This design comes from an exercise in tuning for small area, a short achievable clock period and few clock cycles on the open sky130 flow, not from production work. In this exercise RTL edits were held to simulation tests only and were not proved equivalent to the original. Power and IR drop assume default switching activity.

==> flow/design.v <==
module dcache_line_nway #(
  parameter int unsigned DATABITS      = 32,
  parameter int unsigned ADDRBITS      = 32,
  parameter int unsigned CACHEADDRBITS = 4,
  parameter int unsigned LSBITS        = 2,
  parameter int unsigned WAYS          = 4,
  parameter int unsigned WAYBITS       = (WAYS > 1) ? $clog2(WAYS) : 1,
  parameter int unsigned CNTMISSBITS   = 8
) (
  input  logic                     clk,
  input  logic                     reset,
  input  logic [ADDRBITS-1:0]      dcache_addr,
  input  logic [DATABITS-1:0]      dcache_in,
  input  logic [DATABITS/8-1:0]    byteenable,
  input  logic                     dcache_rdreq,
  input  logic                     dcache_wrreq,
  output logic [DATABITS-1:0]      dcache_out,
  output logic                     dcache_valid,
  output logic                     dcache_busy,
  input  logic                     invalidate,
  output logic [ADDRBITS-1:0]      mem_addr,
  output logic [DATABITS-1:0]      mem_out,
  output logic                     mem_wrreq,
  input  logic                     mem_wr_ack,
  output logic                     mem_rdreq,
  input  logic [DATABITS-1:0]      mem_in,
  input  logic                     mem_in_valid,
  output logic [CNTMISSBITS-1:0]   cnt_miss
);
  localparam int unsigned TAGBITS = ADDRBITS - CACHEADDRBITS - LSBITS;
  localparam int unsigned BANKNUM = DATABITS / 8;
  localparam int unsigned WORDS   = 1 << CACHEADDRBITS;
  localparam logic [CACHEADDRBITS-1:0] LastWord = CACHEADDRBITS'(WORDS - 1);
  logic                     busy_q, wb_q, fill_q, dvalid_q;
  logic [WAYS-1:0]          valid_q, dirty_q;
  logic [WAYBITS-1:0]       ptr_q;
  logic [CACHEADDRBITS-1:0] cnt_q;
  logic [CNTMISSBITS-1:0]   cnt_miss_q;
  logic [TAGBITS-1:0]       req_tag_q;
  logic [CACHEADDRBITS-1:0] req_word_q;
  logic [DATABITS-1:0]      wdata_q;
  logic [BANKNUM-1:0]       be_q;
  logic                     is_wr_q;
  logic [TAGBITS-1:0]       mtag_q;
  logic [DATABITS-1:0]      mout_q;
  logic [DATABITS-1:0]      out_q;
  logic [TAGBITS-1:0]       tag_q  [WAYS];
  logic [DATABITS-1:0]      data_q [WAYS][WORDS];
  logic                     idle, req, hit, vdirty;
  logic [TAGBITS-1:0]       in_tag, vic_tag;
  logic [CACHEADDRBITS-1:0] in_word, nxt_word;
  logic [WAYS-1:0]          hit_w, vic, rd_way;
  logic [WORDS-1:0]         rd_sel;
  logic [DATABITS-1:0]      rd_data, w0_data, wbus;
  logic [DATABITS-1:0]      way_word [WAYS];
  logic                     fill_beat, wb_beat, last, merge_word;
  logic [WORDS-1:0]         fill_sel;
  logic [BANKNUM-1:0]       wr_sel [WORDS];
  logic                     unused_lsb;
  assign idle       = !(wb_q || fill_q);
  assign req        = dcache_rdreq || dcache_wrreq;
  assign in_tag     = dcache_addr[ADDRBITS-1 -: TAGBITS];
  assign in_word    = dcache_addr[LSBITS +: CACHEADDRBITS];
  assign unused_lsb = ^dcache_addr[LSBITS-1:0];
  assign last       = (cnt_q == LastWord);
  assign fill_beat  = fill_q && mem_in_valid;
  assign wb_beat    = wb_q && mem_wr_ack;
  assign nxt_word   = cnt_q + 1'b1;
  assign merge_word = is_wr_q && (cnt_q == req_word_q);
  always_comb begin
    vic = '0;
    vic[ptr_q] = 1'b1;
    for (int w = WAYS - 1; w >= 0; w--) begin
      if (!valid_q[w]) begin
        vic    = '0;
        vic[w] = 1'b1;
      end
    end
  end
  always_comb begin
    vdirty  = 1'b0;
    vic_tag = '0;
    w0_data = '0;
    for (int w = 0; w < WAYS; w++) begin
      vdirty  = vdirty | (vic[w] & valid_q[w] & dirty_q[w]);
      vic_tag = vic_tag | ({TAGBITS{vic[w]}} & tag_q[w]);
      w0_data = w0_data | ({DATABITS{vic[w]}} & data_q[w][0]);
    end
  end
  always_comb begin
    for (int w = 0; w < WAYS; w++) hit_w[w] = valid_q[w] && (tag_q[w] == in_tag);
  end
  assign hit = |hit_w;
  always_comb begin
    for (int k = 0; k < WORDS; k++)
      rd_sel[k] = idle ? (in_word == k) : (nxt_word == k);
    for (int w = 0; w < WAYS; w++) rd_way[w] = idle ? hit_w[w] : vic[w];
  end
  always_comb begin
    rd_data = '0;
    for (int w = 0; w < WAYS; w++) begin
      way_word[w] = '0;
      for (int k = 0; k < WORDS; k++)
        way_word[w] = way_word[w] | ({DATABITS{rd_sel[k]}} & data_q[w][k]);
      rd_data = rd_data | ({DATABITS{rd_way[w]}} & way_word[w]);
    end
  end
  always_comb begin
    for (int b = 0; b < BANKNUM; b++)
      wbus[8*b +: 8] = idle ? dcache_in[8*b +: 8] :
                       (merge_word && be_q[b]) ? wdata_q[8*b +: 8] : mem_in[8*b +: 8];
  end
  always_comb begin
    for (int k = 0; k < WORDS; k++) begin
      fill_sel[k] = fill_beat && (cnt_q == k);
      for (int b = 0; b < BANKNUM; b++)
        wr_sel[k][b] = idle && dcache_wrreq && (in_word == k) && byteenable[b];
    end
  end
  always_ff @(posedge clk) begin
    for (int w = 0; w < WAYS; w++) begin
      for (int k = 0; k < WORDS; k++) begin
        for (int b = 0; b < BANKNUM; b++) begin
          if ((hit_w[w] && wr_sel[k][b]) || (vic[w] && fill_sel[k]))
            data_q[w][k][8*b +: 8] <= wbus[8*b +: 8];
        end
      end
      if (fill_beat && last && vic[w]) tag_q[w] <= req_tag_q;
    end
  end
  always_ff @(posedge clk) begin
    if (idle) begin
      req_tag_q  <= in_tag;
      req_word_q <= in_word;
      wdata_q    <= dcache_in;
      be_q       <= byteenable;
      is_wr_q    <= dcache_wrreq;
      mtag_q     <= vdirty ? vic_tag : in_tag;
      mout_q     <= w0_data;
    end else if (wb_beat) begin
      mout_q     <= rd_data;
      if (last) mtag_q <= req_tag_q;
    end
    if (idle ? dcache_rdreq : (fill_beat && !is_wr_q && (cnt_q == req_word_q)))
      out_q <= idle ? rd_data : mem_in;
  end
  always_ff @(posedge clk or posedge reset) begin
    if (reset) begin
      busy_q     <= 1'b0;
      wb_q       <= 1'b0;
      fill_q     <= 1'b0;
      dvalid_q   <= 1'b0;
      valid_q    <= '0;
      dirty_q    <= '0;
      ptr_q      <= '0;
      cnt_q      <= '0;
      cnt_miss_q <= '0;
    end else begin
      dvalid_q <= 1'b0;
      if (idle) begin
        if (invalidate) begin
          valid_q <= '0;
          dirty_q <= '0;
        end
        if (req) begin
          if (hit) begin
            dvalid_q <= 1'b1;
            if (dcache_wrreq) dirty_q <= dirty_q | hit_w;
          end else begin
            busy_q <= 1'b1;
            wb_q   <= vdirty;
            fill_q <= !vdirty;
            if (cnt_miss_q != '1) cnt_miss_q <= cnt_miss_q + 1'b1;
          end
        end
      end
      if (wb_beat) begin
        cnt_q <= cnt_q + 1'b1;
        if (last) begin
          wb_q   <= 1'b0;
          fill_q <= 1'b1;
        end
      end
      if (fill_beat) begin
        cnt_q <= cnt_q + 1'b1;
        if (last) begin
          fill_q   <= 1'b0;
          busy_q   <= 1'b0;
          dvalid_q <= 1'b1;
          valid_q  <= valid_q | vic;
          dirty_q  <= is_wr_q ? (dirty_q | vic) : (dirty_q & ~vic);
          if (vic[ptr_q]) ptr_q <= ptr_q + 1'b1;
        end
      end
    end
  end
  assign dcache_out   = out_q;
  assign dcache_valid = dvalid_q;
  assign dcache_busy  = busy_q;
  assign mem_wrreq    = wb_q;
  assign mem_rdreq    = fill_q;
  assign mem_addr     = {mtag_q, cnt_q, {LSBITS{1'b0}}};
  assign mem_out      = mout_q;
  assign cnt_miss     = cnt_miss_q;
endmodule
export LEC_CHECK = 0
export CAP_MARGIN = 20
export CORE_MARGIN = 2
export CORE_UTILIZATION = 60
export CTS_CLUSTER_DIAMETER = 100
export CTS_CLUSTER_SIZE = 30
export PLACE_DENSITY = 0.7
export SLEW_MARGIN = 20
export TNS_END_PERCENT = 10
create_clock -name core_clock -period 10.0 [get_ports {clk}]
standard.sh (not shown) runs the stock make flow with config.mk's settings and CLKGATE_MAP_FILE= SYNTH_SCRIPT=/design/flow/synth_recipe.tcl, a recipe that flattens the netlist after the stock synthesis.
==> flow/flow/run.sh <==
#!/bin/bash
bash standard.sh SETUP_SLACK_MARGIN=6.3 MATCH_CELL_FOOTPRINT=0 \
  "BUFFER_PORTS_ARGS=-buffer_cell sky130_fd_sc_hd__buf_2" finish > standard_flow.log 2>&1
Testbench counts at the start, summed over its fixed seeds: cycles 90,735.
Change:
==> flow/flow/run.sh (replaced) <==
#!/bin/bash
export SETUP_SLACK_MARGIN=6.3
bash standard.sh > standard_flow.log 2>&1
CORE_UTILIZATION = 50   (was 60)
CTS_CLUSTER_DIAMETER = not set   (was 100)
CTS_CLUSTER_SIZE = not set   (was 30)
PLACE_DENSITY = 0.6   (was 0.7)
Effect: The new run finished clean; setup slack loses 0.017 ns; power rises by roughly a tenth; die area rises by about a fifth; register-to-register slack gains 0.15 ns.
Change:
==> flow/flow/run.sh (replaced) <==
#!/bin/bash
bash standard.sh SETUP_SLACK_MARGIN=6.3 MATCH_CELL_FOOTPRINT=0 \
  "BUFFER_PORTS_ARGS=-buffer_cell sky130_fd_sc_hd__buf_2" finish > standard_flow.log 2>&1
The new run completed with no timing, DRC or antenna violations.
Fmax rises by about 1.1%.
Clock power is lower by about 1%.
Cell count shrinks by 0.78%.
Synthesized area does not change.
Combinational power decreases by about 9%.
Hold slack stays flat.
Synthesized cell count does not change.
Die area stays the same.
Global-route usage is lower by 0.31 points.
Non-clock buffer count goes down by 74.
Worst setup slack gets better by 0.048 ns.
Change:
==> flow/flow/run.sh (replaced) <==
#!/bin/bash
export SETUP_SLACK_MARGIN=5.8
bash standard.sh > standard_flow.log 2>&1
=>
- cell count goes down by about 1%
- global-route usage drops by 0.18 points
- clock-buffer cell count went down by 19
- utilization drops by 0.37 points
- die area stays the same
- worst hold slack hardly moves

* * *

## the baseline
Another version of the RTL of dcache_line_nway (not shown whole).
For scale: about 5400 cells after synthesis, ~0.088 mm² of cells after synthesis.
clock: 10.0 ns
lec_check: 0
cap_margin: 20
core_margin: 2
core_utilization: 50
place_density: 0.6
slew_margin: 20
tns_end_percent: 10
==> flow/flow/run.sh <==
#!/bin/bash
bash standard.sh SETUP_SLACK_MARGIN=6.3 MATCH_CELL_FOOTPRINT=0 \
  "BUFFER_PORTS_ARGS=-buffer_cell sky130_fd_sc_hd__buf_2" finish > standard_flow.log 2>&1
The baseline finished every step from synthesis to the final layout, and the layout passed the timing, design-rule and antenna checks.
Testbench counts of the baseline, summed over its fixed seeds: cycles 90,735.
Edits applied to the flow inputs when going from the baseline to the candidate:
Settings: CTS_CLUSTER_DIAMETER newly set to 100; CORE_UTILIZATION changed from 50 to 60; PLACE_DENSITY changed from 0.6 to 0.7; CTS_CLUSTER_SIZE newly set to 24.
Results
Compared with the baseline, the candidate shows largest net degree at the start of global routing higher by about 60%.
For minimum hold slack, the baseline and the candidate come out practically identical.
The candidate vs the baseline, combinational share of power went up by 5.7 points.
Taking the baseline as the reference point, the critical path depth of the candidate rises by 3.
Lower total of fill cells in the finished design among the baseline and the candidate: the candidate
The more densely filled core belongs to the candidate, not the baseline.
Measured against the candidate, the post-route total power of the baseline comes out at 1.12 times the reference value.
Routed wire length sits lower in the candidate than in the baseline.
Met3 usage in global routing: the candidate vs the baseline up 7.7 points
Master of the slowest instance on the critical path: buf_4 -> the baseline, a222oi_1 -> the candidate
Looking at final cell count, the candidate sits about 8% lower than the baseline does.

what the ideal ports hide:
No port has a modelled driver above. Below, the same layouts with a new extraction and two added sets of constraints. Step 1: set_driving_cell puts a clkbuf_16 on clk and a buf_2 on each other input, an assumption about the parent block. Step 2 moves the port delays by t, midway between the first and last clock arrival at a register: inputs arrive t later, outputs are due t later. That takes back most of the time a late clock gives input paths. Three values: no drivers, after step 1, after step 2; two values: the first two.
| run | t (ns) | setup slack, ns | worst data-port slew with drivers (ns) |
|---|---|---|---|
| the first run of note 1 | 0.859 | 5.621 / 5.621 / 4.793 | 0.16 |
| the second run of note 1 | 0.968 | 5.604 / 5.624 / 4.656 | 0.21 |
| the third run of note 1 | 0.972 | 5.652 / 5.667 / 4.695 | 0.18 |
| the fourth run of note 1 | 0.965 | 5.415 / 5.473 / 4.509 | 0.20 |
| the baseline | 0.983 | 5.790 / 5.790 / 4.914 | 0.21 |
| the candidate | 0.889 | 5.721 / 5.574 / 4.686 | 0.37 |
After both steps every run listed still meets setup and hold. The setup slack of the candidate, which loses most, moves by -0.147 ns with the drivers and by -1.035 ns with both steps.
